Background: an optimization exercise with open tools, aiming at small area, a short achievable clock period and few clock cycles per item. Do not read the settings as production practice.
The RTL was checked by simulation tests, not by an equivalence proof against the original design.
Power figures rest on the tool's default switching activity, not on a simulated workload.

`flow/design.v`:
```
package ecm_pkg;
  localparam int PIXEL_BITS      = 8;
  localparam int MAX_DIM_DEFAULT = 4096;
  localparam int DIM_BITS        = 13;
  localparam int POS_BITS        = 12;
  localparam int CFG_IDX_BITS    = 3;
  localparam int CFG_DATA_BITS   = 13;
  localparam logic [DIM_BITS-1:0] RST_FRAME_WIDTH  = 13'd640;
  localparam logic [DIM_BITS-1:0] RST_FRAME_HEIGHT = 13'd480;
  localparam logic [POS_BITS-1:0] RST_CENTRE_X     = 12'd320;
  localparam logic [POS_BITS-1:0] RST_CENTRE_Y     = 12'd240;
  localparam logic [POS_BITS-1:0] RST_RADIUS_X     = 12'd100;
  localparam logic [POS_BITS-1:0] RST_RADIUS_Y     = 12'd100;
  typedef enum logic [CFG_IDX_BITS-1:0] {
    CFG_FRAME_WIDTH  = 3'd0,
    CFG_FRAME_HEIGHT = 3'd1,
    CFG_CENTRE_X     = 3'd2,
    CFG_CENTRE_Y     = 3'd3,
    CFG_RADIUS_X     = 3'd4,
    CFG_RADIUS_Y     = 3'd5
  } cfg_index_t;
  typedef struct packed {
    logic [DIM_BITS-1:0] frame_width;
    logic [DIM_BITS-1:0] frame_height;
    logic [POS_BITS-1:0] centre_x;
    logic [POS_BITS-1:0] centre_y;
    logic [POS_BITS-1:0] radius_x;
    logic [POS_BITS-1:0] radius_y;
  } cfg_t;
  typedef enum logic [3:0] {
    S_IDLE,
    S_LAT_RX,
    S_LAT_RY,
    S_LAT_LIM,
    S_POS,
    S_DIFF,
    S_MUL_XX,
    S_MUL_XR,
    S_MUL_YY,
    S_MUL_YR,
    S_FIN
  } state_t;
  typedef enum logic [2:0] {
    MUL_NONE,
    MUL_RX,
    MUL_RY,
    MUL_LIM,
    MUL_AX,
    MUL_TX,
    MUL_AY,
    MUL_TY
  } mul_sel_t;
  typedef struct packed {
    logic     accept;
    logic     latch_win;
    logic     latch_size;
    logic     pos;
    logic     diff;
    logic     out_load;
    mul_sel_t mul_sel;
  } cmd_t;
  typedef struct packed {
    logic in_win;
    logic out_free;
  } status_t;
endpackage
module ecm_add #(
  parameter int N = 8,
  parameter int L = 3
) (
  input  logic [N-1:0] a,
  input  logic [N-1:0] b,
  input  logic         ci,
  output logic [N-1:0] y
);
  logic [N-1:0] p0, g0;
  logic [N-1:0] p [0:2*L];
  logic [N-1:0] g [0:2*L];
  logic [N-1:0] c;
  assign p0 = a ^ b;
  assign g0 = a & b;
  always_comb begin
    p[0] = p0;
    g[0] = g0;
    g[0][0] = g0[0] | (p0[0] & ci);
    for (int i = 1; i <= L; i++) begin
      p[i] = p[i-1];
      g[i] = g[i-1];
      for (int j = 2**i - 1; j < N; j += 2**i) begin
        g[i][j] = g[i-1][j] | (p[i-1][j] & g[i-1][j - 2**(i-1)]);
        p[i][j] = p[i-1][j] & p[i-1][j - 2**(i-1)];
      end
    end
    for (int i = L; i > 0; i--) begin
      p[2*L-i+1] = p[2*L-i];
      g[2*L-i+1] = g[2*L-i];
      for (int j = 2**i + 2**(i-1) - 1; j < N; j += 2**i) begin
        g[2*L-i+1][j] = g[2*L-i][j] | (p[2*L-i][j] & g[2*L-i][j - 2**(i-1)]);
        p[2*L-i+1][j] = p[2*L-i][j] & p[2*L-i][j - 2**(i-1)];
      end
    end
    c = {g[2*L][N-2:0], ci};
  end
  assign y = p0 ^ c;
endmodule
import ecm_pkg::*;
module elliptic_roi_crop_mask #(
  parameter int MAX_DIM = MAX_DIM_DEFAULT
) (
  input  logic                     clk,
  input  logic                     rst,
  input  logic                     cfg_write,
  input  logic [CFG_IDX_BITS-1:0]  cfg_index,
  input  logic [CFG_DATA_BITS-1:0] cfg_data,
  input  logic                     in_valid,
  output logic                     in_ready,
  input  logic [PIXEL_BITS-1:0]    in_pixel,
  input  logic                     in_sof,
  output logic                     out_valid,
  input  logic                     out_ready,
  output logic [PIXEL_BITS-1:0]    out_masked_pixel,
  output logic                     out_inside_ellipse,
  output logic [POS_BITS-1:0]      out_crop_col,
  output logic [POS_BITS-1:0]      out_crop_row,
  output logic                     out_last_of_crop
);
  localparam logic [12:0] MAX_DIM_V = 13'(MAX_DIM);
  logic [12:0] W, H;
  logic [11:0] cx, cy, rx, ry;
  wire  [12:0] dim_eff = (cfg_data == 13'd0) ? 13'd1 : (cfg_data > MAX_DIM_V) ? MAX_DIM_V : cfg_data;
  wire  [11:0] rad_eff = (cfg_data[11:0] == 12'd0) ? 12'd1 : cfg_data[11:0];
  always_ff @(posedge clk) begin
    if (rst) begin
      W  <= RST_FRAME_WIDTH;
      H  <= RST_FRAME_HEIGHT;
      cx <= RST_CENTRE_X;
      cy <= RST_CENTRE_Y;
      rx <= RST_RADIUS_X;
      ry <= RST_RADIUS_Y;
    end else if (cfg_write) begin
      case (cfg_index)
        3'd0: W  <= dim_eff;
        3'd1: H  <= dim_eff;
        3'd2: cx <= cfg_data[11:0];
        3'd3: cy <= cfg_data[11:0];
        3'd4: rx <= rad_eff;
        3'd5: ry <= rad_eff;
        default: ;
      endcase
    end
  end
  logic       in_ready_q;
  logic       k_v, k_sof;
  logic [7:0] k_px;
  logic       s1_v, s1_sof;
  logic [7:0] s1_px;
  logic [1:0] s1_ph;
  assign in_ready = in_ready_q;
  wire accept = in_valid && in_ready_q;
  logic        wv;
  logic [11:0] xs, ys;
  logic [12:0] xe, ye;
  logic [12:0] ny;
  logic [11:0] col, row;
  logic        s2_v, s2_in, s2_last;
  logic [7:0]  s2_px;
  logic [11:0] s2_ci, s2_cj;
  logic               cur_v;
  logic [11:0]        ccur;
  logic signed [14:0] acur, bcur;
  typedef enum logic [3:0] {
    T_IDLE, T_PRE, T_START, T_SQ, T_T, T_MUL, T_END, T_ROW, T_CONV1, T_CONV2, T_SRCH
  } tst_t;
  tst_t               ts;
  logic signed [50:0] F;
  logic signed [37:0] G, Hh;
  logic [23:0]        RX2, RY2;
  logic signed [14:0] at, bt;
  logic [11:0]        trow;
  logic [4:0]         ti;
  logic               rep, sofinit;
  wire inc_c   = !rep && F[50] && !at[14];
  wire dec_c   = rep && !F[50] && (bt != at);
  wire t_ready = (ts == T_SRCH) && !inc_c && !dec_c;
  wire hit_cur = cur_v && (s2_cj == ccur);
  wire hit_t   = t_ready && (s2_cj == trow);
  wire kok     = hit_cur || hit_t;
  wire signed [14:0] a_sel = hit_cur ? acur : at;
  wire signed [14:0] b_sel = hit_cur ? bcur : bt;
  wire signed [14:0] ci2   = $signed({2'b00, s2_ci, 1'b0});
  wire in_ell = (ci2 > a_sel) && (ci2 < b_sel);
  wire out_free = !out_valid || out_ready;
  wire s2_go    = s2_v && (!s2_in || (kok && out_free));
  wire s2_free  = !s2_v || s2_go;
  wire copy     = s2_v && s2_in && !hit_cur && hit_t;
  wire need     = s2_v && s2_in && !kok;
  wire l1     = s1_v && s1_sof && (s1_ph == 2'd0) && s2_free;
  wire l2     = s1_v && s1_sof && (s1_ph == 2'd1);
  wire p_ok   = s1_v && (!s1_sof || (s1_ph == 2'd2));
  wire p_go   = p_ok && s2_free;
  wire s1_free = !s1_v || p_go;
  logic        cz, rz, c_wrap, r_wrap;
  logic [12:0] c1, r1, dcs, drs, dce, dre;
  logic [11:0] col_n, row_n;
  logic        p_in, p_last, in_x, in_y, last_x, last_y;
  logic [11:0] p_ci, p_cj, cinc, rinc;
  always_comb begin
    cz     = s1_sof || ({1'b0, col} >= W);
    rz     = s1_sof || ({1'b0, row} >= H);
    c1     = {1'b0, col} + 13'd1;
    r1     = {1'b0, row} + 13'd1;
    dcs    = {1'b0, col} - {1'b0, xs};
    drs    = {1'b0, row} - {1'b0, ys};
    dce    = {1'b0, col} - xe;
    dre    = {1'b0, row} - ye;
    c_wrap = cz ? (W == 13'd1) : (c1 == W);
    cinc   = cz ? 12'd1 : c1[11:0];
    in_x   = cz ? (xs == 12'd0) : (!dcs[12] && dce[12]);
    p_ci   = cz ? (12'd0 - xs) : dcs[11:0];
    last_x = cz ? (xe == 13'd1) : (c1 == xe);
    r_wrap = rz ? (H == 13'd1) : (r1 == H);
    rinc   = rz ? 12'd1 : r1[11:0];
    in_y   = rz ? (ys == 12'd0) : (!drs[12] && dre[12]);
    p_cj   = rz ? (12'd0 - ys) : drs[11:0];
    last_y = rz ? (ye == 13'd1) : (r1 == ye);
    col_n  = c_wrap ? 12'd0 : cinc;
    row_n  = !c_wrap ? (rz ? 12'd0 : row) : (r_wrap ? 12'd0 : rinc);
    p_in   = wv && in_x && in_y;
    p_last = last_x && last_y;
  end
  always_ff @(posedge clk) begin
    if (rst) begin
      in_ready_q <= 1'b1;
      k_v        <= 1'b0;
      s1_v       <= 1'b0;
      s1_ph      <= 2'd0;
      s2_v       <= 1'b0;
      out_valid  <= 1'b0;
      col        <= 12'd0;
      row        <= 12'd0;
      wv         <= 1'b0;
      cur_v      <= 1'b0;
    end else begin
      if (s1_free) begin
        if (k_v) begin
          s1_v   <= 1'b1;
          s1_px  <= k_px;
          s1_sof <= k_sof;
        end else begin
          s1_v   <= accept;
          s1_px  <= in_pixel;
          s1_sof <= in_sof;
        end
        s1_ph <= 2'd0;
        k_v   <= 1'b0;
        in_ready_q <= 1'b1;
      end else begin
        if (accept) begin
          k_v  <= 1'b1;
          k_px <= in_pixel;
          k_sof <= in_sof;
        end
        in_ready_q <= !(k_v || accept);
        if (l1) s1_ph <= 2'd1;
        else if (l2) s1_ph <= 2'd2;
      end
      if (l1) begin
        wv    <= 1'b1;
        cur_v <= 1'b0;
      end else if (copy) begin
        cur_v <= 1'b1;
      end
      if (p_go) begin
        col <= col_n;
        row <= row_n;
      end
      if (p_go) s2_v <= 1'b1;
      else if (s2_go) s2_v <= 1'b0;
      if (s2_go && s2_in) out_valid <= 1'b1;
      else if (out_ready) out_valid <= 1'b0;
    end
  end
  wire [12:0] dxs = {1'b0, cx} - {1'b0, rx};
  wire [12:0] dys = {1'b0, cy} - {1'b0, ry};
  always_ff @(posedge clk) begin
    if (l1) begin
      xs <= dxs[12] ? 12'd0 : dxs[11:0];
      ys <= dys[12] ? 12'd0 : dys[11:0];
      xe <= {1'b0, cx} + {1'b0, rx} + 13'd1;
      ye <= {1'b0, cy} + {1'b0, ry} + 13'd1;
    end
    if (l2) begin
      if (xe > W) xe <= W;
      if (ye > H) ye <= H;
    end
    if (s1_ph == 2'd2) ny <= ye - {1'b0, ys};
    if (p_go) begin
      s2_px   <= s1_px;
      s2_in   <= p_in;
      s2_ci   <= p_ci;
      s2_cj   <= p_cj;
      s2_last <= p_last;
    end
    if (copy) begin
      ccur <= trow;
      acur <= at;
      bcur <= bt;
    end
    if (s2_go && s2_in) begin
      out_masked_pixel   <= in_ell ? s2_px : 8'd0;
      out_inside_ellipse <= in_ell;
      out_crop_col       <= s2_ci;
      out_crop_row       <= s2_cj;
      out_last_of_crop   <= s2_last;
    end
  end
  function automatic [4:0] msb_idx(input [23:0] v);
    integer b;
    begin
      msb_idx = 5'd0;
      for (b = 0; b < 24; b = b + 1)
        if (v[b]) msb_idx = b[4:0];
    end
  endfunction
  wire cj_eq    = (s2_cj == trow);
  wire cj_lt    = s2_cj < trow;
  wire tracking = (ts == T_ROW) || (ts == T_CONV1) || (ts == T_CONV2) || (ts == T_SRCH);
  wire restart  = need && cj_lt && tracking;
  wire adv_row  = copy || (need && !cj_lt && !cj_eq && t_ready);
  wire [23:0] rx2_n = sofinit ? F[23:0] : RX2;
  wire [23:0] ry2_n = sofinit ? G[23:0] : RY2;
  wire [12:0] nx    = xe - {1'b0, xs};
  wire [12:0] rx13  = {1'b0, rx};
  wire [12:0] ry13  = {1'b0, ry};
  wire        ld_ti = (ts == T_START) || (ts == T_T);
  wire [4:0]  tn    = ld_ti ? msb : ti - 5'd1;
  wire [23:0] msrc  = (ts == T_T) ? rx2_n : RX2;
  logic       b_f, b_g, b_h;
  always_ff @(posedge clk) begin
    if ((ts == T_START) || (ts == T_SQ)) begin
      b_f <= (tn < 5'd13) && rx13[tn[3:0]];
      b_g <= (tn < 5'd13) && ry13[tn[3:0]];
    end else begin
      b_f <= msrc[tn];
    end
    b_h <= (tn < 5'd13) && ny[tn[3:0]];
  end
  wire [4:0]  msb   = msb_idx((ts == T_START) ? {11'd0, rx13 | ry13 | ny} : (rx2_n | {11'd0, ny}));
  logic [50:0] fa, fb;
  logic        fs;
  logic [37:0] ga, gb, ha, hb;
  logic        gs, hs;
  wire  [51:0] fsum;
  wire  [38:0] gsum, hsum;
  ecm_add #(.N(51), .L(6)) u_fadd (.a(fa), .b(fb ^ {51{fs}}), .ci(fs), .y(fsum[51:1]));
  ecm_add #(.N(38), .L(6)) u_gadd (.a(ga), .b(gb ^ {38{gs}}), .ci(gs), .y(gsum[38:1]));
  ecm_add #(.N(38), .L(6)) u_hadd (.a(ha), .b(hb ^ {38{hs}}), .ci(hs), .y(hsum[38:1]));
  assign fsum[0] = 1'b0;
  assign gsum[0] = 1'b0;
  assign hsum[0] = 1'b0;
  wire [50:0] g_x = {{13{G[37]}}, G};
  wire [50:0] h_x = {{11{Hh[37]}}, Hh, 2'b00};
  wire [37:0] ry2_2 = {13'd0, RY2, 1'b0};
  wire [37:0] rx2_1 = {14'd0, RX2};
  wire [37:0] rx2_2 = {13'd0, RX2, 1'b0};
  always_comb begin
    fa = F;  fb = '0; fs = 1'b0;
    ga = G;  gb = ry2_2; gs = 1'b0;
    ha = Hh; hb = rx2_2; hs = 1'b0;
    case (ts)
      T_SQ: begin
        fa = {F[49:0], 1'b0};  fb = b_f ? 51'(rx) : '0;
        ga = {G[36:0], 1'b0};  gb = b_g ? 38'(ry) : '0;
        ha = {Hh[36:0], 1'b0}; hb = b_h ? 38'(ny) : '0;
      end
      T_T: begin
        ga = Hh; gb = {12'd0, ry2_n, 2'b00}; gs = 1'b1;
      end
      T_MUL: begin
        fa = {F[49:0], 1'b0};  fb = b_f ? g_x : '0;
        ha = {Hh[36:0], 1'b0}; hb = b_h ? rx2_1 : '0; hs = 1'b1;
      end
      T_END: begin
        fb = '1;
        hb = rx2_1;
      end
      T_ROW: begin
        fb = h_x;
      end
      T_CONV1: begin
        gs = 1'b1;
      end
      T_CONV2: begin
        fb = g_x; fs = 1'b1; gs = 1'b1;
      end
      T_SRCH: begin
        fb = g_x; fs = rep; gs = rep;
      end
      default: ;
    endcase
  end
  wire step = inc_c || dec_c;
  always_ff @(posedge clk) begin
    if (rst) begin
      ts <= T_IDLE;
    end else if (l1) begin
      ts <= T_IDLE;
    end else if (l2) begin
      ts      <= T_PRE;
      sofinit <= 1'b1;
    end else if (restart) begin
      ts      <= T_START;
      sofinit <= 1'b0;
      trow    <= 12'd0;
    end else begin
      case (ts)
        T_PRE: ts <= T_START;
        T_START: begin
          F    <= '0;
          G    <= '0;
          Hh   <= '0;
          trow <= 12'd0;
          ti   <= msb;
          ts   <= T_SQ;
        end
        T_SQ: begin
          F  <= fsum[51:1];
          G  <= gsum[38:1];
          Hh <= hsum[38:1];
          ti <= ti - 5'd1;
          if (ti == 5'd0) ts <= T_T;
        end
        T_T: begin
          RX2 <= rx2_n;
          RY2 <= ry2_n;
          G   <= gsum[38:1];
          F   <= '0;
          Hh  <= '0;
          ti  <= msb;
          ts  <= T_MUL;
        end
        T_MUL: begin
          F  <= fsum[51:1];
          Hh <= hsum[38:1];
          ti <= ti - 5'd1;
          if (ti == 5'd0) ts <= T_END;
        end
        T_END: begin
          F    <= fsum[51:1];
          Hh   <= hsum[38:1];
          G    <= $signed({14'd0, RY2});
          at   <= $signed({2'b00, nx});
          bt   <= $signed({2'b00, nx});
          rep  <= 1'b0;
          ts   <= T_SRCH;
        end
        T_ROW: begin
          F    <= fsum[51:1];
          Hh   <= hsum[38:1];
          trow <= trow + 12'd1;
          if (!Hh[37] && !rep) begin
            if (bt != at) ts <= T_CONV1;
            else begin
              rep <= 1'b1;
              ts  <= T_SRCH;
            end
          end else begin
            ts <= T_SRCH;
          end
        end
        T_CONV1: begin
          G  <= gsum[38:1];
          ts <= T_CONV2;
        end
        T_CONV2: begin
          F   <= fsum[51:1];
          G   <= gsum[38:1];
          rep <= 1'b1;
          ts  <= T_SRCH;
        end
        T_SRCH: begin
          if (step) begin
            F  <= fsum[51:1];
            G  <= gsum[38:1];
            at <= inc_c ? at - 15'sd1 : at + 15'sd1;
            bt <= inc_c ? bt + 15'sd1 : bt - 15'sd1;
          end else if (adv_row) begin
            ts <= T_ROW;
          end
        end
        default: ;
      endcase
    end
  end
endmodule
```
`flow/standard.sh`:
```
#!/bin/bash
# synth_recipe.tcl (not shown) runs the flow's synth.tcl, then flattens the netlist and writes it again
# the make line also repeats each setting of config.mk as NAME=value (left out here)
make -C /OpenROAD-flow-scripts/flow DESIGN_CONFIG=/design/flow/config.mk WORK_HOME=/design/flow/orfs CLKGATE_MAP_FILE= SYNTH_SCRIPT=/design/flow/synth_recipe.tcl "${@:-finish}"
```
`flow/constraint.sdc`:
```
create_clock -name core_clock -period 11.0 [get_ports {clk}]
set_input_delay 2.2000 -clock core_clock [delete_from_list [all_inputs] [get_ports {clk}]]
set_output_delay 2.2000 -clock core_clock [all_outputs]
set_load 0.01 [all_outputs]
```
`flow/flow/run.sh`:
```
#!/bin/bash
set -uo pipefail
export SETUP_SLACK_MARGIN=7.5
bash standard.sh synth > synth.log 2>&1 || exit 1
bash standard.sh > layout.log 2>&1 || exit 1
```
`flow/config.mk`:
```
export PLATFORM = sky130hd
export DESIGN_NAME = elliptic_roi_crop_mask
export DESIGN_NICKNAME = elliptic_roi_crop_mask
export VERILOG_FILES = /design/flow/design.v
export SDC_FILE = /design/flow/constraint.sdc
export NUM_CORES = 4
export LEC_CHECK = 0
export CAP_MARGIN = 20
export CORE_MARGIN = 2
export CORE_UTILIZATION = 40
export SLEW_MARGIN = 20
```
==> results.txt, run 1 <==
- Hold buffer count at CTS: 0
- Final Hold Vio Count: 0
- Critical Path Max Stage Delay: roughly 0.39 ns
- Worst EP required: between 10 and 15 ns
- Per-cell routed wire length: approximately 23 um
- First-pass GRT wire length: about 200,000 um
- Antenna-violating nets left: 0
- Initial drt markers: around 3,500
- Commonest cells in the netlist: nand2_1 (637), edfxtp_1 (390), ha_1 (353)
- Slew HR: -49.2%
- Finished Cell Area: 51,000 um2
- CP max stage cell: dfxtp_4
- Total Power: 0.00537 W
- Final WL: around 140,000 um
- Int Pwr: 0.00385 W
- Fraction of registers with async set or reset after synthesis: 0%
- Actual slew at the worst max-slew pin: ~2.2 ns
- Peak fanout along the critical path: 6
- Clock skew: roughly 0.029 ns
- I/O pin total: 66
- Tmin final: approximately 5.0 ns
- Outcome: failed layout checks
- Vias: roughly 35,000
- Placed instance area: between 40,000 and 50,000 um2
- CTS H-tree lvls: 3
- Sequential area share after synthesis: 36.8%
- VDD IR max: ~0.096 mV
- Synth top area cells: edfxtp_1 (30%), ha_1 (11%), dfxtp_1 (7.1%)
- Rows: 115
- Die width: 318 um
- Max_cap viols: 1
- Fin Setup TNS: 0 ns
- Yosys cell types: 84
- Core box area: 98,000 um2
- Largest net degree at the start of global routing: 60
- Clk latency of the worst-skew pair: ~0.65 ns
- Syn_area_per_cell: just over 9 um2
- RR Startpoint: ts[1]
- Placed cell count: about 5,500
- R2R Setup Slk: around 6.0 ns
- Worst Path Arrival: around 5.4 ns
- Initial antenna violation count: 4
- Crit path max-delay family: compound AO/OA/AOI/OAI gates
- Fraction of layout cells with a size suffix above 1: about 23%
- Final Max Slew Viols: 7
- Worst setup SP type: register
- Gr ovfl total: 0
- Worst Hold Endpoint: s2_px[6]
- Combinational power share: between 10% and 20%
- Hold Path Depth: 0
- Setup crit end kind: register
- PortBufs: 65
- Worst hold slack: 0.425 ns
- DP Wirelength: 85,500 um
- Worst Hold Class: register to register
- Clock-pin slew on the worst setup and hold paths: approximately 0.060 ns
- Clock power share: 40.2%
- Pwr dens: roughly 110 nW/um2
- R2R depth: 23
- Yosys Warn Count: 7
- Top_reg_cell synth: edfxtp_1
- Peak Freq: approximately 200 MHz
- Hold_sp: s1_px[6]
- Remaining DRCs: 0
- Final period utilization: a little under half
- Synth Register Bits: approximately 530
- First-pass DRT Iterations: 5
- Area leader, netlist: edfxtp_1
- Die span in y: about 320 um
- Cells after Synth: roughly 4,300
- Post-route insts no fill: 6,001
- Fail Reasons: capacitance limit, slew limit
- Total CTS buffers: 66
- RSZ-0062 raised after global routing: yes
- Post-synth top area share: 29.7%
- Endpoints failing setup: 0
- CTS tree: yes
- Die area: 101,000 um2
- Leak pwr: between 20 and 25 nW
- Seq pwr share: ~44%
- Clock root buffer: clkbuf_16
- Most common cell in the netlist: nand2_1
- Buf+Inv Stages, Crit Path: 3
- Gr usage total: around a quarter
- Placer Congestion: around 0.93
- Post-synth EDFFs: 390
- Nets: 5,120
- Psw: between 0.0015 and 0.002 W
- Cell Area, Synth: 39,400 um2
- Fillers: ~8,600
- Sw frac: roughly 28%
- CP cell instances: buf_12, xnor2_4, nor2_4, nor2_4, bufbuf_16, a22oi_2, xnor2_1, ha_1, a21o_1, a21o_1, a21oi_1, nor3_1, a211o_1, a21oi_2, o211ai_1, a31oi_2, nor2b_1, o21a_1, o41ai_4, buf_4, fa_2, xor2_1, nor2_1
- Kind of critical path: register to register
- Vias in the first global route: between 30,000 and 40,000
- Area Overhead vs Synth: 29.4%
- CTS sink cnt: ~530
- Syn_nets: about 4,700
- Initial Util: about two fifths
- Via density: between 5 and 6
- R2R Path End: Hh[35]
- Clock buffer depth: 3
==> layout make-up <==
type                    count  area [um2]  share of cell area, %
inverters                 236         951                   1.86
diodes                      1        2.50                0.00490
repair buffers            477        5550                   10.9
multi-input cells        3347       26200                   51.3
flip-flops and latches    529       14500                   28.5
clock inverters            32         290                  0.569
clock buffers              85        1790                   3.51
well taps                1287        1610                   3.16
repair inverters            7        87.6                  0.172
==> layout by cell type, fill, tap and decap left out, types with 23 or more instances in the layout <==
master,synthesis,layout
nand2_1,637,616
edfxtp_1,390,390
ha_1,353,343
nor2_1,331,301
xnor2_1,275,228
buf_4,1,218
inv_1,233,217
a21oi_1,250,200
o21ai_0,210,165
a21o_1,126,123
dfxtp_1,139,110
buf_6,4,92
mux2i_1,82,77
clkbuf_16,0,77
nand3_1,74,67
nor3_1,75,59
mux2_2,60,59
fa_2,0,59
xor2_1,60,57
buf_12,0,50
a22oi_1,56,49
xnor2_2,0,46
nor2b_1,56,46
nand2b_1,50,42
nand4_1,41,41
and3_1,48,41
o21ai_1,6,41
a21oi_2,0,35
o21a_1,34,34
clkdlybuf4s15_1,0,27
nor2_4,0,24
dfxtp_2,0,23
==> power groups by stage <==
stage	clock network, W	registers [W]	logic [W]
3_3_place_gp	0	0.00238	0.000684
3_5_place_dp	0	0.00238	0.000696
5_1_grt	0.00226	0.00235	0.000958
6_report	0.00216	0.00235	0.000868
4_1_cts	0.00219	0.00234	0.000780
2_1_floorplan	0	0.00232	0.000537
==> layer usage <==
metal | global-route usage, % | part of all wire (%) | wire length (um)
met1 | 36.3 | 44 | 60100
met2 | 38.2 | 43 | 58900
met3 | 4.94 | 8.9 | 12200
met4 | 9.89 | 4.3 | 5840
met5 | 0 | 0.012 | 16
==> cells by family after synthesis <==
| logic type | count (synthesis) | synth area share [%] |
|---|---|---|
| compound gates | 979 | 16.3 |
| xor+xnor | 335 | 7.44 |
| fa+ha+maj | 426 | 14.9 |
| buf+inv | 413 | 4.05 |
| flops | 529 | 36.8 |
| mux | 143 | 3.86 |
| simple gates | 1448 | 16.7 |
==> sequential cells by signal, indices dropped and copies added (netlist names), 13 cells and up <==
register	flops
bcur	15
ny	13
H	13
G	38
W	13
acur	15
RX2	24
at	15
xe	13
ye	13
RY2	24
bt	15
Hh	38
F	51
==> repair_timing <==
item	in CTS	in global routing
buffers inserted	234	97
setup endpoints to repair	584	559
gates resized for setup	489	273
cloned	39	22
pin swaps	136	175
==> how the worst max path moves through the flow <==
stage / depth (start not counted) / end / from / slack (ns)
2_1_floorplan: 24 / G[37] / sofinit / 6.26
3_3_place_gp: 22 / Hh[36] / ts[0] / 4.58
3_5_place_dp: 22 / Hh[36] / ts[0] / 4.48
4_1_cts: 23 / F[49] / ts[2] / 6.12
5_1_grt: 22 / Hh[36] / ts[1] / 5.82
6_report: 23 / Hh[35] / ts[1] / 6.01
==> metrics by stage <==
stage | utilization (%) | setup WS [ns]
detailed placement | 42.9 | 4.48
CTS | 49.8 | 6.12
finish | 52.1 | 6.01
floorplan | - | 6.26
global route | 52.1 | 5.82
global placement | 42.9 | 4.58
Testbench counts, summed over its fixed seeds: cycles 21,987, items 21,528.
==> run 2: changes to the inputs <==
==> flow/flow/run.sh (replaced) <==
#!/bin/bash
set -uo pipefail
export SETUP_SLACK_MARGIN=6.5
bash standard.sh synth > synth.log 2>&1 || exit 1
bash standard.sh > layout.log 2>&1 || exit 1
==> results.txt, run 2 <==
- Final Max Slew Viols: 0 (-7)
- Fraction of layout cells with a size suffix above 1: 14.7% (-8.0 points)
- Per-cell routed wire length: 21.8 um (-4.5%)
- Min setup slack post-route: 5.95 ns (-0.0591 ns)
- Placer Congestion: 0.923 (-0.28%)
- Highest-count cells in the layout ignoring fill and taps: nand2_1 (627), edfxtp_1 (390), ha_1 (349)
- Pre-CTS setup slack: 4.50 ns (+0.0233 ns)
- Setup crit end kind: register
- Nets: 4,939 (-3.5%)
- Register bank with the most flops: F
- Vias in the first global route: 31,700 (-4.5%)
- Final Hold Vio Count: 0 (unchanged)
- Fillers: 8,950 (+3.8%)
- Initial drt markers: 3,227 (-6.7%)
- Die width: 318 um (unchanged)
- Leak pwr: 19.3 nW (-7.3%)
- Sequential area share after synthesis: 36.8% (unchanged)
- Tmin final: 5.05 ns (+0.0591 ns)
- Vias: 33,400 (-4.4%)
- Worst Hold Endpoint: s2_px[4]
- Synth top area cells: edfxtp_1 (30%), ha_1 (11%), dfxtp_1 (7.1%)
- CTS sink cnt: 529 (unchanged)
- Gr usage total: 24.4% (-1.1 points)
- Syn_nets: 4,729 (unchanged)
- Clock skew: 0.0328 ns (+0.00379 ns)
- Area leader, netlist: edfxtp_1
- Hold buffer count at CTS: 0 (unchanged)
- Worst Path Arrival: 5.41 ns (+0.05 ns)
- Kind of critical path: register to register
- CTS H-tree lvls: 3 (unchanged)
- Cell Area, Synth: 39,400 um2 (unchanged)
- Slew HR: 26.4% (+76 points)
- Flip-flop count of the largest register after layout: 51 (unchanged)
- Rows: 115 (unchanged)
- Initial antenna violation count: 4 (unchanged)
- Final WL: 127,000 um (-7.3%)
- Worst EP required: 11.36 ns (about the same)
- I/O pin total: 66 (unchanged)
- Most common cell after layout, fill and taps aside: nand2_1
- Antenna-violating nets left: 0 (unchanged)
- Post-synth EDFFs: 390 (unchanged)
- Pwr dens: 114 nW/um2 (+8.0%)
- Area Overhead vs Synth: 20.7%
- Synth Register Bits: 529 (unchanged)
- Most common cell in the netlist: nand2_1
- Syn_area_per_cell: 9.23 um2 (unchanged)
- Outcome: complete, no violations
- Initial Util: 40.2% (unchanged)
- R2R Setup Slk: 5.95 ns (-0.06 ns)
- Actual slew at the worst max-slew pin: 1.09 ns (-1.12 ns)
- Post-synth top area share: 29.7% (unchanged)
- Die span in y: 318 um (unchanged)
- CTS tree: yes
- DP Wirelength: 85,600 um (+0.12%)
- Yosys Warn Count: 7 (unchanged)
- Largest regs: F: 51 flops, G: 38 flops, Hh: 38 flops
- VDD IR max: 0.108 mV (+13%)
- Gr ovfl total: 0 (unchanged)
- Max_cap viols: 0 (-1)
- Final period utilization: 45.9% (+0.54 points)
- Fin Setup TNS: 0 ns (unchanged)
- First-pass DRT Iterations: 5 (unchanged)
- Endpoints failing setup: 0 (unchanged)
- First-pass GRT wire length: 192,000 um (-4.6%)
- Hold_sp: s1_px[4]
- Hold Path Depth: 0 (unchanged)
- Peak Freq: 198 MHz (-1.2%)
- R2R depth: 24 (+4.3%)
- Clock-pin slew on the worst setup and hold paths: 0.06 ns (about the same)
- Worst setup SP type: register
- CP cell instances: buf_4, nor3_4, buf_12, buf_4, buf_4, buf_4, a222oi_1, xnor2_1, ha_1, a21o_1, a21oi_1, inv_1, a31oi_4, o311ai_4, a311o_1, a21o_4, a31oi_4, nand2_2, a31o_4, a21oi_4, fa_2, xnor2_2, xnor2_1, nor2_1
- Die area: 101,000 um2 (unchanged)
- Worst Hold Class: register to register
- Fraction of registers with async set or reset after synthesis: 0% (unchanged)
- Yosys cell types: 84 (unchanged)
- Clock buffer depth: 3 (unchanged)
- Clock root buffer: clkbuf_16
- Core box area: 98,000 um2 (unchanged)
- RSZ-0062 raised after global routing: yes
- RR Startpoint: ts[0]
- Buf+Inv Stages, Crit Path: 6 (+3)
- Clk latency of the worst-skew pair: 0.65 ns (about the same)
- Top_reg_cell synth: edfxtp_1
- Cells after Synth: 4,273 (unchanged)
- Most used cell, CP: buf_4
- Remaining DRCs: 0 (unchanged)
- PortBufs: 65 (unchanged)
- Critical Path Max Stage Delay: 0.43 ns (+0.04 ns)
- CP max stage cell: dfxtp_4
- Total CTS buffers: 66 (unchanged)
- Commonest cells in the netlist: nand2_1 (637), edfxtp_1 (390), ha_1 (353)
- R2R Path End: G[37]
- Via density: 5.74 (-1.5%)
- Crit path max-delay family: compound AO/OA/AOI/OAI gates
- Largest net degree at the start of global routing: 80 (+33%)
- Peak fanout along the critical path: 11 (+5)
run 2: cell counts after synthesis:
Identical to the previous run, type by type.
run 2: what timing repair did:
action / 4_1_cts / 5_1_grt
gates cloned: 24 / 3
resized for setup: 201 / 110
setup buffers: 130 / 53
setup endpoints to repair: 340 / 283
pin swaps: 118 / 98
run 2: cells by family (layout without fill, tap and decap cells):
logic type	count (synthesis)	count (layout)	synth area share [%]
AND/OR/NAND/NOR	1448	1456	16.7
AO/OA/AOI/OAI	979	980	16.3
flip-flops	529	529	36.8
adder cells (fa/ha/maj)	426	426	14.9
buffers and inverters	413	665	4.05
XOR/XNOR	335	335	7.44
multiplexers	143	143	3.86
other	0	1	0
run 2: final cells by class:
type                    count  area (um2)  area share [%]
inverters                 236         925            1.94
diodes                      1        2.50         0.00526
multi-input cells        3340       25000            52.5
repair inverters            3        21.3          0.0447
clock buffers              92        1840            3.87
repair buffers            307        3280            6.88
flip-flops and latches    529       14500            30.5
well taps                1287        1610            3.38
clock inverters            27         443           0.930
run 2: how the worst max path moves through the flow:
stage                     depth (start not counted)     to  slack [ns]       from
after CTS                                        24  G[37]        6.02      ts[3]
final                                            24  G[37]        5.95      ts[0]
after detailed placement                         11  G[34]        4.50  out_ready
after global routing                             24  G[37]        5.74      ts[0]
after floorplan                                  24  G[37]        6.24    sofinit
after global placement                           11  G[36]        4.56  out_ready
run 2: where the power goes:
part	switching [W]	internal, W
Sequential	0.000123	0.00222
Clock	0.000938	0.00138
Combinational	0.000419	0.000336
run 2: layer usage:
layer  part of all wire (%)  track usage [%]
met1                     45             35.3
met4                    3.4             8.11
met2                     43             36.5
met3                    8.8             4.57
met5                  0.034                0
run 2: worst register-to-register path, cell delays in order (launching register included):
cell	delay, ns
dfxtp_4	0.43
buf_4	0.19
nor3_4	0.06
buf_12	0.14
buf_4	0.16
buf_4	0.18
buf_4	0.15
a222oi_1	0.37
xnor2_1	0.16
ha_1	0.40
a21o_1	0.22
a21oi_1	0.11
inv_1	0.08
a31oi_4	0.20
o311ai_4	0.12
a311o_1	0.41
a21o_4	0.24
a31oi_4	0.18
nand2_2	0.09
a31o_4	0.23
a21oi_4	0.12
fa_2	0.22
xnor2_2	0.11
xnor2_1	0.13
nor2_1	0.06
run 2: through the flow:
step / instance area (um2) / util, % / instances / power, W / hold WS, ns
final: 47600 / 48.6 / 5822 / 0.00541 / 0.419
after floorplan: 40000 / - / 4273 / 0.00284 / 0.400
after detailed placement: 41800 / 42.6 / 5492 / 0.00307 / 0.407
after CTS: 46600 / 47.6 / 5765 / 0.00542 / 0.419
after global placement: 41800 / 42.6 / 5492 / 0.00306 / 0.401
after global routing: 47600 / 48.6 / 5821 / 0.00562 / 0.415
==> run 3: changes to the inputs <==
--- a/flow/design.v
+++ b/flow/design.v
@@ -164,12 +164,8 @@
   logic [11:0] col, row;
-  logic        s2_v, s2_in, s2_last;
+  logic        s2_v, s2_in, s2_last, s2_lastx;
   logic [7:0]  s2_px;
   logic [11:0] s2_ci, s2_cj;
-  logic               cur_v;
-  logic [11:0]        ccur;
-  logic signed [14:0] acur, bcur;
-  typedef enum logic [3:0] {
-    T_IDLE, T_PRE, T_START, T_SQ, T_T, T_MUL, T_END, T_ROW, T_CONV1, T_CONV2, T_SRCH
-  } tst_t;
-  tst_t               ts;
+  localparam int I_IDLE = 0, I_PRE = 1, I_START = 2, I_SQ = 3, I_T = 4, I_MUL = 5,
+                 I_END = 6, I_ROW = 7, I_CONV1 = 8, I_CONV2 = 9, I_SRCH = 10;
+  logic [10:0]        ts;
   logic signed [50:0] F;
@@ -183,8 +179,6 @@
   wire dec_c   = rep && !F[50] && (bt != at);
-  wire t_ready = (ts == T_SRCH) && !inc_c && !dec_c;
-  wire hit_cur = cur_v && (s2_cj == ccur);
-  wire hit_t   = t_ready && (s2_cj == trow);
-  wire kok     = hit_cur || hit_t;
-  wire signed [14:0] a_sel = hit_cur ? acur : at;
-  wire signed [14:0] b_sel = hit_cur ? bcur : bt;
+  wire t_ready = ts[I_SRCH] && !inc_c && !dec_c;
+  wire kok     = t_ready && (s2_cj == trow);
+  wire signed [14:0] a_sel = at;
+  wire signed [14:0] b_sel = bt;
   wire signed [14:0] ci2   = $signed({2'b00, s2_ci, 1'b0});
@@ -194,3 +188,3 @@
   wire s2_free  = !s2_v || s2_go;
-  wire copy     = s2_v && s2_in && !hit_cur && hit_t;
+  wire copy     = s2_v && s2_in && s2_lastx && kok && out_free;
   wire need     = s2_v && s2_in && !kok;
@@ -241,3 +235,2 @@
       wv         <= 1'b0;
-      cur_v      <= 1'b0;
     end else begin
@@ -266,8 +259,3 @@
       end
-      if (l1) begin
-        wv    <= 1'b1;
-        cur_v <= 1'b0;
-      end else if (copy) begin
-        cur_v <= 1'b1;
-      end
+      if (l1) wv <= 1'b1;
       if (p_go) begin
@@ -302,7 +290,3 @@
       s2_last <= p_last;
-    end
-    if (copy) begin
-      ccur <= trow;
-      acur <= at;
-      bcur <= bt;
+      s2_lastx <= last_x;
     end
@@ -326,3 +310,3 @@
   wire cj_lt    = s2_cj < trow;
-  wire tracking = (ts == T_ROW) || (ts == T_CONV1) || (ts == T_CONV2) || (ts == T_SRCH);
+  wire tracking = ts[I_ROW] || ts[I_CONV1] || ts[I_CONV2] || ts[I_SRCH];
   wire restart  = need && cj_lt && tracking;
@@ -334,8 +318,9 @@
   wire [12:0] ry13  = {1'b0, ry};
-  wire        ld_ti = (ts == T_START) || (ts == T_T);
+  wire [4:0]  msb   = msb_idx(ts[I_START] ? {11'd0, rx13 | ry13 | ny} : (rx2_n | {11'd0, ny}));
+  wire        ld_ti = ts[I_START] || ts[I_T];
   wire [4:0]  tn    = ld_ti ? msb : ti - 5'd1;
-  wire [23:0] msrc  = (ts == T_T) ? rx2_n : RX2;
+  wire [23:0] msrc  = ts[I_T] ? rx2_n : RX2;
   logic       b_f, b_g, b_h;
   always_ff @(posedge clk) begin
-    if ((ts == T_START) || (ts == T_SQ)) begin
+    if (ts[I_START] || ts[I_SQ]) begin
       b_f <= (tn < 5'd13) && rx13[tn[3:0]];
@@ -347,3 +332,2 @@
   end
-  wire [4:0]  msb   = msb_idx((ts == T_START) ? {11'd0, rx13 | ry13 | ny} : (rx2_n | {11'd0, ny}));
   logic [50:0] fa, fb;
@@ -352,62 +336,58 @@
   logic        gs, hs;
-  wire  [51:0] fsum;
-  wire  [38:0] gsum, hsum;
-  ecm_add #(.N(51), .L(6)) u_fadd (.a(fa), .b(fb ^ {51{fs}}), .ci(fs), .y(fsum[51:1]));
-  ecm_add #(.N(38), .L(6)) u_gadd (.a(ga), .b(gb ^ {38{gs}}), .ci(gs), .y(gsum[38:1]));
-  ecm_add #(.N(38), .L(6)) u_hadd (.a(ha), .b(hb ^ {38{hs}}), .ci(hs), .y(hsum[38:1]));
-  assign fsum[0] = 1'b0;
-  assign gsum[0] = 1'b0;
-  assign hsum[0] = 1'b0;
+  wire  [50:0] fsum;
+  wire  [37:0] gsum, hsum;
+  ecm_add #(.N(51), .L(6)) u_fadd (.a(fa), .b(fb ^ {51{fs}}), .ci(fs), .y(fsum));
+  ecm_add #(.N(38), .L(6)) u_gadd (.a(ga), .b(gb ^ {38{gs}}), .ci(gs), .y(gsum));
+  ecm_add #(.N(38), .L(6)) u_hadd (.a(ha), .b(hb ^ {38{hs}}), .ci(hs), .y(hsum));
   wire [50:0] g_x = {{13{G[37]}}, G};
   wire [50:0] h_x = {{11{Hh[37]}}, Hh, 2'b00};
-  wire [37:0] ry2_2 = {13'd0, RY2, 1'b0};
-  wire [37:0] rx2_1 = {14'd0, RX2};
-  wire [37:0] rx2_2 = {13'd0, RX2, 1'b0};
+  wire sq = ts[I_SQ], tt = ts[I_T], mul = ts[I_MUL], en_ = ts[I_END], rw = ts[I_ROW];
+  wire cv1 = ts[I_CONV1], cv2 = ts[I_CONV2], sr = ts[I_SRCH];
   always_comb begin
-    fa = F;  fb = '0; fs = 1'b0;
-    ga = G;  gb = ry2_2; gs = 1'b0;
-    ha = Hh; hb = rx2_2; hs = 1'b0;
-    case (ts)
-      T_SQ: begin
-        fa = {F[49:0], 1'b0};  fb = b_f ? 51'(rx) : '0;
-        ga = {G[36:0], 1'b0};  gb = b_g ? 38'(ry) : '0;
-        ha = {Hh[36:0], 1'b0}; hb = b_h ? 38'(ny) : '0;
-      end
-      T_T: begin
-        ga = Hh; gb = {12'd0, ry2_n, 2'b00}; gs = 1'b1;
-      end
-      T_MUL: begin
-        fa = {F[49:0], 1'b0};  fb = b_f ? g_x : '0;
-        ha = {Hh[36:0], 1'b0}; hb = b_h ? rx2_1 : '0; hs = 1'b1;
-      end
-      T_END: begin
-        fb = '1;
-        hb = rx2_1;
-      end
-      T_ROW: begin
-        fb = h_x;
-      end
-      T_CONV1: begin
-        gs = 1'b1;
-      end
-      T_CONV2: begin
-        fb = g_x; fs = 1'b1; gs = 1'b1;
-      end
-      T_SRCH: begin
-        fb = g_x; fs = rep; gs = rep;
-      end
-      default: ;
-    endcase
+    fa = ({51{sq | mul}} & {F[49:0], 1'b0})
+       | ({51{en_ | rw | cv2 | sr}} & F);
+    fb = ({51{sq & b_f}} & 51'(rx))
+       | ({51{(mul & b_f) | cv2 | sr}} & g_x)
+       | ({51{en_}})
+       | ({51{rw}} & h_x);
+    fs = cv2 | (sr & rep);
+    ga = ({38{sq}} & {G[36:0], 1'b0})
+       | ({38{tt}} & Hh)
+       | ({38{cv1 | cv2 | sr}} & G);
+    gb = ({38{sq & b_g}} & 38'(ry))
+       | ({38{tt}} & {12'd0, ry2_n, 2'b00})
+       | ({38{cv1 | cv2 | sr}} & {13'd0, RY2, 1'b0})
+       | ({38{en_}} & {14'd0, RY2});
+    gs = tt | cv1 | cv2 | (sr & rep);
+    ha = ({38{sq | mul}} & {Hh[36:0], 1'b0})
+       | ({38{en_ | rw}} & Hh);
+    hb = ({38{sq & b_h}} & 38'(ny))
+       | ({38{(mul & b_h) | en_}} & {14'd0, RX2})
+       | ({38{rw}} & {13'd0, RX2, 1'b0});
+    hs = mul;
   end
   wire step = inc_c || dec_c;
+  wire f_en = ts[I_START] | sq | tt | mul | en_ | rw | cv2 | (sr & step);
+  wire g_en = ts[I_START] | sq | tt | en_ | cv1 | cv2 | (sr & step);
+  wire h_en = ts[I_START] | sq | tt | mul | en_ | rw;
+  always_ff @(posedge clk) begin
+    if (f_en) F  <= fsum;
+    if (g_en) G  <= gsum;
+    if (h_en) Hh <= hsum;
+  end
+  localparam logic [10:0] O_IDLE = 11'd1 << I_IDLE, O_PRE = 11'd1 << I_PRE,
+                          O_START = 11'd1 << I_START, O_SQ = 11'd1 << I_SQ, O_T = 11'd1 << I_T,
+                          O_MUL = 11'd1 << I_MUL, O_END = 11'd1 << I_END, O_ROW = 11'd1 << I_ROW,
+                          O_CONV1 = 11'd1 << I_CONV1, O_CONV2 = 11'd1 << I_CONV2,
+                          O_SRCH = 11'd1 << I_SRCH;
   always_ff @(posedge clk) begin
     if (rst) begin
-      ts <= T_IDLE;
+      ts <= O_IDLE;
     end else if (l1) begin
-      ts <= T_IDLE;
+      ts <= O_IDLE;
     end else if (l2) begin
-      ts      <= T_PRE;
+      ts      <= O_PRE;
       sofinit <= 1'b1;
     end else if (restart) begin
-      ts      <= T_START;
+      ts      <= O_START;
       sofinit <= 1'b0;
@@ -415,79 +395,53 @@
     end else begin
-      case (ts)
-        T_PRE: ts <= T_START;
-        T_START: begin
-          F    <= '0;
-          G    <= '0;
-          Hh   <= '0;
-          trow <= 12'd0;
-          ti   <= msb;
-          ts   <= T_SQ;
-        end
-        T_SQ: begin
-          F  <= fsum[51:1];
-          G  <= gsum[38:1];
-          Hh <= hsum[38:1];
-          ti <= ti - 5'd1;
-          if (ti == 5'd0) ts <= T_T;
-        end
-        T_T: begin
-          RX2 <= rx2_n;
-          RY2 <= ry2_n;
-          G   <= gsum[38:1];
-          F   <= '0;
-          Hh  <= '0;
-          ti  <= msb;
-          ts  <= T_MUL;
-        end
-        T_MUL: begin
-          F  <= fsum[51:1];
-          Hh <= hsum[38:1];
-          ti <= ti - 5'd1;
-          if (ti == 5'd0) ts <= T_END;
-        end
-        T_END: begin
-          F    <= fsum[51:1];
-          Hh   <= hsum[38:1];
-          G    <= $signed({14'd0, RY2});
-          at   <= $signed({2'b00, nx});
-          bt   <= $signed({2'b00, nx});
-          rep  <= 1'b0;
-          ts   <= T_SRCH;
-        end
-        T_ROW: begin
-          F    <= fsum[51:1];
-          Hh   <= hsum[38:1];
-          trow <= trow + 12'd1;
-          if (!Hh[37] && !rep) begin
-            if (bt != at) ts <= T_CONV1;
-            else begin
-              rep <= 1'b1;
-              ts  <= T_SRCH;
-            end
-          end else begin
-            ts <= T_SRCH;
+      if (ts[I_PRE]) ts <= O_START;
+      if (ts[I_START]) begin
+        trow <= 12'd0;
+        ti   <= msb;
+        ts   <= O_SQ;
+      end
+      if (sq) begin
+        ti <= ti - 5'd1;
+        if (ti == 5'd0) ts <= O_T;
+      end
+      if (tt) begin
+        RX2 <= rx2_n;
+        RY2 <= ry2_n;
+        ti  <= msb;
+        ts  <= O_MUL;
+      end
+      if (mul) begin
+        ti <= ti - 5'd1;
+        if (ti == 5'd0) ts <= O_END;
+      end
+      if (en_) begin
+        at   <= $signed({2'b00, nx});
+        bt   <= $signed({2'b00, nx});
+        rep  <= 1'b0;
+        ts   <= O_SRCH;
+      end
+      if (rw) begin
+        trow <= trow + 12'd1;
+        if (!Hh[37] && !rep) begin
+          if (bt != at) ts <= O_CONV1;
+          else begin
+            rep <= 1'b1;
+            ts  <= O_SRCH;
           end
+        end else begin
+          ts <= O_SRCH;
         end
-        T_CONV1: begin
-          G  <= gsum[38:1];
-          ts <= T_CONV2;
-        end
-        T_CONV2: begin
-          F   <= fsum[51:1];
-          G   <= gsum[38:1];
-          rep <= 1'b1;
-          ts  <= T_SRCH;
-        end
-        T_SRCH: begin
-          if (step) begin
-            F  <= fsum[51:1];
-            G  <= gsum[38:1];
-            at <= inc_c ? at - 15'sd1 : at + 15'sd1;
-            bt <= inc_c ? bt + 15'sd1 : bt - 15'sd1;
-          end else if (adv_row) begin
-            ts <= T_ROW;
-          end
+      end
+      if (cv1) ts <= O_CONV2;
+      if (cv2) begin
+        rep <= 1'b1;
+        ts  <= O_SRCH;
+      end
+      if (sr) begin
+        if (step) begin
+          at <= inc_c ? at - 15'sd1 : at + 15'sd1;
+          bt <= inc_c ? bt + 15'sd1 : bt - 15'sd1;
+        end else if (adv_row) begin
+          ts <= O_ROW;
         end
-        default: ;
-      endcase
+      end
     end
--- a/flow/config.mk
+++ b/flow/config.mk
@@ -7,5 +7,5 @@
 export LEC_CHECK = 0
-export CAP_MARGIN = 20
+export CAP_MARGIN = 30
 export CORE_MARGIN = 2
 export CORE_UTILIZATION = 40
-export SLEW_MARGIN = 20
+export SLEW_MARGIN = 30
==> results.txt, run 3 <==
- Outcome: complete, no violations
- Commonest cells in the netlist: ha_1 (352), edfxtp_1 (349), inv_1 (297)
- Clock skew: 0.0383 ns (+0.00543 ns)
- Highest-count cells in the layout ignoring fill and taps: edfxtp_1 (349), ha_1 (342), inv_1 (294)
- Compound-gate portion of the synthesized area: 19.7% (+3.4 points)
- Vias: 30,300 (-9.4%)
- Total CTS buffers: 59 (-11%)
- Worst EP required: 11.38 ns (+0.02 ns)
- Hold buffer count at CTS: 0 (unchanged)
- Worst Hold Class: register to register
- CTS tree: yes
- Multiplexer share of the synthesized area: 3.44% (-0.43 points)
- Final period utilization: 46.5% (+0.60 points)
- Final Max Slew Viols: 0 (unchanged)
- Clock power share: 42.3% (-0.5 points)
- Cell Area, Synth: 37,200 um2 (-5.6%)
- Hold Path Depth: 0 (unchanged)
- Peak Freq: 196 MHz (-1.3%)
- Peak fanout along the critical path: 6 (-5)
- Synth Register Bits: 493 (-6.8%)
- Cells after Synth: 3,856 (-9.8%)
- I/O pin total: 66 (unchanged)
- CTS H-tree lvls: 2 (-1)
- Endpoints failing setup: 0 (unchanged)
- Most common cell in the netlist: ha_1
- Clock root buffer: clkbuf_16
- Worst Path Arrival: 5.50 ns (+0.09 ns)
- Area share of and/or/nand/nor cells after synthesis: 12.9% (-3.8 points)
- Seq pwr share: 44.3% (+1.0 points)
- Post-synth EDFFs: 349 (-11%)
- Pwr dens: 114 nW/um2 (+0.15%)
- Initial drt markers: 2,896 (-10%)
- Vias in the first global route: 29,100 (-8.2%)
- Area Overhead vs Synth: 16.5%
- Yosys Warn Count: 7 (unchanged)
- Max_cap viols: 0 (unchanged)
- Syn_nets: 4,311 (-8.8%)
- Synth top area cells: edfxtp_1 (28%), ha_1 (12%), dfxtp_1 (7.7%)
- Remaining DRCs: 0 (unchanged)
- Most common cell after layout, fill and taps aside: edfxtp_1
- Leak pwr: 18.7 nW (-3.3%)
- First-pass DRT Iterations: 8 (+3)
- Top_reg_cell synth: edfxtp_1
- Die span in y: 309 um (-2.8%)
- Slew HR: 30.0% (+3.6 points)
- Actual slew at the worst max-slew pin: 1.05 ns (-0.0427 ns)
- R2R Setup Slk: 5.89 ns (-0.07 ns)
- Initial Util: 40.5% (+0.24 points)
- Worst Hold Endpoint: s2_px[5]
- Final WL: 112,000 um (-12%)
- Antenna-violating nets left: 0 (unchanged)
- Flip-flop count of the largest register after layout: 51 (unchanged)
- Clock buffer depth: 3 (unchanged)
- Via density: 5.77 (+0.39%)
- Min setup slack post-route: 5.89 ns (-0.0657 ns)
- Syn_area_per_cell: 9.65 um2 (+4.6%)
- Yosys cell types: 94 (+12%)
- Die area: 95,500 um2 (-5.5%)
- PortBufs: 65 (unchanged)
- Post-Synth Adder-Cell Area: 15.8% (+0.85 points)
- Largest family of logic cells by synthesized area: compound AO/OA/AOI/OAI gates
- Largest regs: F: 51 flops, G: 38 flops, Hh: 38 flops
- DP Wirelength: 77,300 um (-9.7%)
- Worst setup SP type: register
- Fraction of registers with async set or reset after synthesis: 0% (unchanged)
- Largest net degree at the start of global routing: 81 (+1.3%)
- Tmin final: 5.11 ns (+0.0657 ns)
- Worst hold slack: 0.419 ns (+0.000278 ns)
- Int Pwr: 0.00358 W (-9.1%)
- RR Startpoint: sofinit
- RSZ-0062 raised after global routing: yes
- Die width: 309 um (-2.8%)
- Setup crit end kind: register
- Nets: 4,415 (-11%)
- VDD IR max: 0.119 mV (+9.7%)
- Post-synth top area share: 28.2% (-1.5 points)
- First-pass GRT wire length: 173,000 um (-10%)
- Register bank with the most flops: F
- Final Hold Vio Count: 0 (unchanged)
- Synth Area in XOR/XNOR: 7.34% (-0.10 points)
- Core box area: 91,900 um2 (-6.2%)
- Sw frac: 27.6% (+0.26 points)
- Gr ovfl total: 0 (unchanged)
- Fin Setup TNS: 0 ns (unchanged)
- Fraction of layout cells with a size suffix above 1: 12.6% (-2.0 points)
- Gr usage total: 23.1% (-1.3 points)
- Rows: 111 (-3.5%)
- Pre-CTS setup slack: 4.93 ns (+0.434 ns)
- Kind of critical path: register to register
- R2R depth: 20 (-17%)
- Placed cell count: 5,031 (-8.4%)
- CTS sink cnt: 493 (-6.8%)
- Initial antenna violation count: 2 (-2)
- Hold_sp: s1_px[5]
- Area leader, netlist: edfxtp_1
- R2R Path End: G[35]
- Sequential area share after synthesis: 35.9% (-0.86 points)
- Post-route insts no fill: 5,254 (-9.8%)
- Psw: 0.00136 W (-7.9%)
- Placer Congestion: 0.900 (-2.6%)
- Clk latency of the worst-skew pair: 0.66 ns (about the same)
- Combinational power share: 13.5% (-0.4 points)
- Per-cell routed wire length: 21.4 um (-2.0%)
- Clock-pin slew on the worst setup and hold paths: 0.06 ns (about the same)
-- run 3: cell count changes after synthesis, moves of 41 or more --
cell / change
inv_1: +64
xnor2_1: -108
a22o_1: +72
o21ai_0: -47
xor2_1: +83
edfxtp_1: -41
a222oi_1: +51
nor2_1: -85
nand2_1: -348
-- run 3: repair_timing --
item / in CTS / in global routing
gates cloned: 20 / 2
buffers inserted: 58 / 30
hold endpoints to repair: 0 / 0
resized for setup: 116 / 55
pin swaps: 66 / 39
setup endpoints to repair: 150 / 73
-- run 3: critical path: stages, from the launching register on --
cell and delay [ns]:
edfxtp_1 0.41, buf_6 0.15, buf_12 0.14, buf_8 0.13, mux2_2 0.29, a222oi_1 0.29, xor2_1 0.18, ha_1 0.28
a21o_1 0.17, a21o_1 0.18, a21o_1 0.17, a21o_1 0.17, a221o_1 0.31, o41a_1 0.42, a21o_1 0.17, a21o_1 0.17
and2_4 0.14, o211a_1 0.22, or3_4 0.33, fa_2 0.37, xor2_1 0.14
-- run 3: per-stage QoR --
stage	power [W]	instance area, um2	util, %
detailed placement	0.00287	39300	42.7
CTS	0.00496	42800	46.6
floorplan	0.00266	37500	-
global route	0.00513	43400	47.2
global placement	0.00286	39300	42.7
finish	0.00494	43400	47.2
-- run 3: cell type report --
type | count | area (um2)
diodes | 3 | 7.51
clock buffers | 69 | 1550
clock inverters | 40 | 472
fillers | 8688 | 48600
inverters | 298 | 1130
multi-input cells | 2895 | 22900
flip-flops and latches | 493 | 13400
well taps | 1243 | 1560
repair buffers | 212 | 2380
repair inverters | 1 | 5.00
-- run 3: cell families after synthesis --
kind of cell	count (synthesis)
mux	113
simple gates	987
compound gates	1055
flops	493
xor+xnor	311
fa+ha+maj	425
buf+inv	472
-- run 3: routing by layer --
metal	track usage [%]	routed length, um	share of wire (%)
met5	0	0	0
met2	36.2	50200	45
met3	4.01	7790	6.9
met1	32.3	50600	45
met4	7.74	3840	3.4
-- run 3: worst max path at each step --
stage / start / endpoint / depth (start not counted)
2_1_floorplan: sofinit / G[35] / 22
3_3_place_gp: rep / G[35] / 19
3_5_place_dp: rep / G[35] / 19
4_1_cts: sofinit / G[35] / 19
5_1_grt: sofinit / G[35] / 20
6_report: sofinit / G[35] / 20
-- run 3: power groups by stage --
stage          clock [W]  sequential, W  combinational [W]
5_1_grt          0.00219        0.00219           0.000752
3_3_place_gp           0        0.00222           0.000643
2_1_floorplan          0        0.00216           0.000499
3_5_place_dp           0        0.00222           0.000651
4_1_cts          0.00212        0.00218           0.000659
6_report         0.00209        0.00219           0.000667
Testbench counts of run 3, summed over its fixed seeds: cycles 22,233, items 21,528.
==> run 4: changes to the inputs <==
==> flow/flow/run.sh (replaced) <==
#!/bin/bash
set -uo pipefail
export SETUP_SLACK_MARGIN=7.0
bash standard.sh synth > synth.log 2>&1 || exit 1
bash standard.sh > layout.log 2>&1 || exit 1
==> results.txt, run 4 <==
- Yosys Warn Count: 7 (unchanged)
- Post-synth top area share: 28.2% (unchanged)
- Total Power: 0.00501 W (+1.5%)
- I/O pin total: 66 (unchanged)
- Sw frac: 28.1% (+0.50 points)
- Most common cell after layout, fill and taps aside: edfxtp_1
- Syn_nets: 4,311 (unchanged)
- Final Hold Vio Count: 0 (unchanged)
- CTS H-tree lvls: 2 (unchanged)
- Area leader, netlist: edfxtp_1
- Total CTS buffers: 61 (+3.4%)
- Synth top area cells: edfxtp_1 (28%), ha_1 (12%), dfxtp_1 (7.7%)
- Placer Congestion: 0.905 (+0.59%)
- Nets: 4,520 (+2.4%)
- CTS tree: yes
- Setup crit end kind: register
- CTS sink cnt: 493 (unchanged)
- Remaining DRCs: 0 (unchanged)
- Synth Register Bits: 493 (unchanged)
- Worst Path Arrival: 5.54 ns (+0.04 ns)
- Fin Setup TNS: 0 ns (unchanged)
- Actual slew at the worst max-slew pin: 0.810 ns (-0.240 ns)
- Hold buffer count at CTS: 0 (unchanged)
- Fraction of layout cells with a size suffix above 1: 17.6% (+4.9 points)
- First-pass GRT wire length: 180,000 um (+4.0%)
- Syn_area_per_cell: 9.65 um2 (unchanged)
- Seq pwr share: 43.6% (-0.7 points)
- Largest net degree at the start of global routing: 78 (-3.7%)
- Hold Path Depth: 0 (unchanged)
- Vias: 31,300 (+3.2%)
- Final period utilization: 46.8% (+0.27 points)
- Int Pwr: 0.00361 W (+0.82%)
- Most common cell in the netlist: ha_1
- Cells after Synth: 3,856 (unchanged)
- Final Max Slew Viols: 0 (unchanged)
- R2R Path End: G[35]
- Vias in the first global route: 29,700 (+2.2%)
- Rows: 111 (unchanged)
- Initial drt markers: 3,012 (+4.0%)
- Kind of critical path: register to register
- Antenna-violating nets left: 0 (unchanged)
- DP Wirelength: 77,600 um (+0.49%)
- Outcome: complete, no violations
- Endpoints failing setup: 0 (unchanged)
- Top_reg_cell synth: edfxtp_1
- Gr ovfl total: 0 (unchanged)
- Worst Hold Endpoint: s2_px[0]
- Via density: 5.83 (+1.2%)
- Clock buffer depth: 3 (unchanged)
- Slew HR: 45.9% (+16 points)
- Combinational power share: 13.8% (+0.3 points)
- Per-cell routed wire length: 22.2 um (+3.8%)
- Pwr dens: 111 nW/um2 (-2.9%)
- Post-synth EDFFs: 349 (unchanged)
- RR Startpoint: sofinit
- Peak Freq: 194 MHz (-0.58%)
- Worst hold slack: 0.420 ns (+0.000527 ns)
- R2R depth: 19 (-5.0%)
- Clk latency of the worst-skew pair: 0.68 ns (+0.02 ns)
- Clock root buffer: clkbuf_16
- Leak pwr: 19.5 nW (+4.2%)
- Area Overhead vs Synth: 21.8%
- Fraction of registers with async set or reset after synthesis: 0% (unchanged)
- Psw: 0.00141 W (+3.4%)
- Worst EP required: 11.39 ns (about the same)
- Flip-flop count of the largest register after layout: 51 (unchanged)
- R2R Setup Slk: 5.86 ns (-0.03 ns)
- RSZ-0062 raised after global routing: yes
- Register bank with the most flops: F
- Cell Area, Synth: 37,200 um2 (unchanged)
- VDD IR max: 0.124 mV (+4.3%)
- Die width: 309 um (unchanged)
- Max_cap viols: 0 (unchanged)
- Hold_sp: s1_px[0]
- First-pass DRT Iterations: 7 (-1)
- Clock power share: 42.6% (+0.3 points)
- PortBufs: 65 (unchanged)
- Worst setup SP type: register
- Final WL: 119,000 um (+5.9%)
- Largest regs: F: 51 flops, G: 38 flops, Hh: 38 flops
- Core box area: 91,900 um2 (unchanged)
- Clock skew: 0.0498 ns (+0.0116 ns)
- Die span in y: 309 um (unchanged)
- Initial Util: 40.5% (unchanged)
- Die area: 95,500 um2 (unchanged)
- Highest-count cells in the layout ignoring fill and taps: edfxtp_1 (349), ha_1 (344), inv_1 (293)
- Gr usage total: 24.0% (+0.91 points)
- Yosys cell types: 94 (unchanged)
- Commonest cells in the netlist: ha_1 (352), edfxtp_1 (349), inv_1 (297)
- Sequential area share after synthesis: 35.9% (unchanged)
- Tmin final: 5.14 ns (+0.0300 ns)
- Peak fanout along the critical path: 15 (+9)
- Clock-pin slew on the worst setup and hold paths: 0.07 ns (about the same)
- Initial antenna violation count: 0 (-2)
- Worst Hold Class: register to register
## run 4: cell counts after synthesis
No cell type changed its count.
## run 4: cell families after synthesis
kind of cell	after synthesis	synth area share, %
compound gates	1055	19.7
xor+xnor	311	7.34
fa+ha+maj	425	15.8
buf+inv	472	4.92
flops	493	35.9
mux	113	3.44
simple gates	987	12.9
## run 4: critical path, stage by stage (launching register included)
cell	delay (ns)
edfxtp_1	0.39
buf_12	0.15
buf_6	0.15
buf_16	0.18
mux2_2	0.36
a222oi_1	0.28
xor2_1	0.15
ha_1	0.23
a21o_1	0.17
a21o_1	0.20
a21o_1	0.21
a221o_1	0.38
o41a_1	0.42
a21o_1	0.18
a21o_1	0.18
and2_4	0.15
o211a_1	0.22
or3_4	0.34
fa_2	0.36
xor2_1	0.14
## run 4: final cells by class
class	count	area, um2
Antenna cell	1	2.50
Inverter	298	1160
Fill cell	8442	46600
Tap cell	1243	1560
Timing Repair inverter	1	8.76
Clock buffer	86	1830
Multi-Input combinational cell	2904	23700
Timing Repair Buffer	306	3380
Sequential cell	493	13400
Clock inverter	30	303
## run 4: layer usage
| layer | GRT usage [%] | routed length [um] |
|---|---|---|
| met2 | 37.9 | 52800 |
| met1 | 33.8 | 52600 |
| met5 | 0 | 0 |
| met4 | 7.45 | 4280 |
| met3 | 3.87 | 9450 |
## run 4: how the worst max path moves through the flow
stage            start  endpoint  slack [ns]
2_1_floorplan  sofinit     G[35]        5.84
3_3_place_gp     ts[6]    Hh[36]        4.74
3_5_place_dp     ts[6]    Hh[36]        4.60
4_1_cts        sofinit     G[35]        5.89
5_1_grt        sofinit     G[35]        5.66
6_report       sofinit     G[35]        5.86
## run 4: stage by stage
stage	cells	cell area [um2]	setup slack (ns)	util [%]
after detailed placement	5024	39300	4.60	42.7
final	5362	45300	5.86	49.3
after global routing	5361	45300	5.66	49.3
after CTS	5278	43900	5.89	47.7
after floorplan	3856	37600	5.84	-
after global placement	5024	39300	4.74	42.7
## run 4: repair_timing
item,4_1_cts,5_1_grt
setup endpoints to repair,238,154
buffers inserted,108,76
resized for setup,198,160
pin swaps,103,97
cloned,30,5
## run 4: power groups by stage
stage / clock network, W / registers (W) / logic [W]
6_report: 0.00214 / 0.00219 / 0.000693
5_1_grt: 0.00223 / 0.00219 / 0.000776
4_1_cts: 0.00216 / 0.00218 / 0.000672
3_5_place_dp: 0 / 0.00222 / 0.000652
3_3_place_gp: 0 / 0.00222 / 0.000642
2_1_floorplan: 0 / 0.00216 / 0.000500

afterwards: timing with drivers on the ports:
Ports are ideal in the flow. The routed layouts listed here were re-timed in OpenROAD. Step 1 (the two cells are an assumption about what drives the block):
set clk [get_ports {clk}]
set_driving_cell -lib_cell sky130_fd_sc_hd__clkbuf_16 $clk
set_driving_cell -lib_cell sky130_fd_sc_hd__buf_2 [delete_from_list [all_inputs] $clk]
Step 2, shift: input delay + t, output delay - t, t = (earliest + latest rising clock arrival at the registers) / 2. This alone moves slack from input paths to output paths. a / b / c = ideal ports / drivers / drivers and shift; a / b = the first two.
run	t, ns	slack for setup (ns)	worst setup path at the end	worst data-port slew with drivers (ns)
run 1	0.699	6.012 / 6.012 / 6.012	register to register	0.07
run 2	0.698	5.953 / 5.953 / 5.939	input to register	0.07
run 3	0.701	5.887 / 5.887 / 5.887	register to register	0.09
run 4	0.713	5.857 / 5.857 / 5.857	register to register	0.07
For run 2, which loses most, drivers alone change the setup slack by 0.000 ns; drivers and shift together by -0.014 ns.
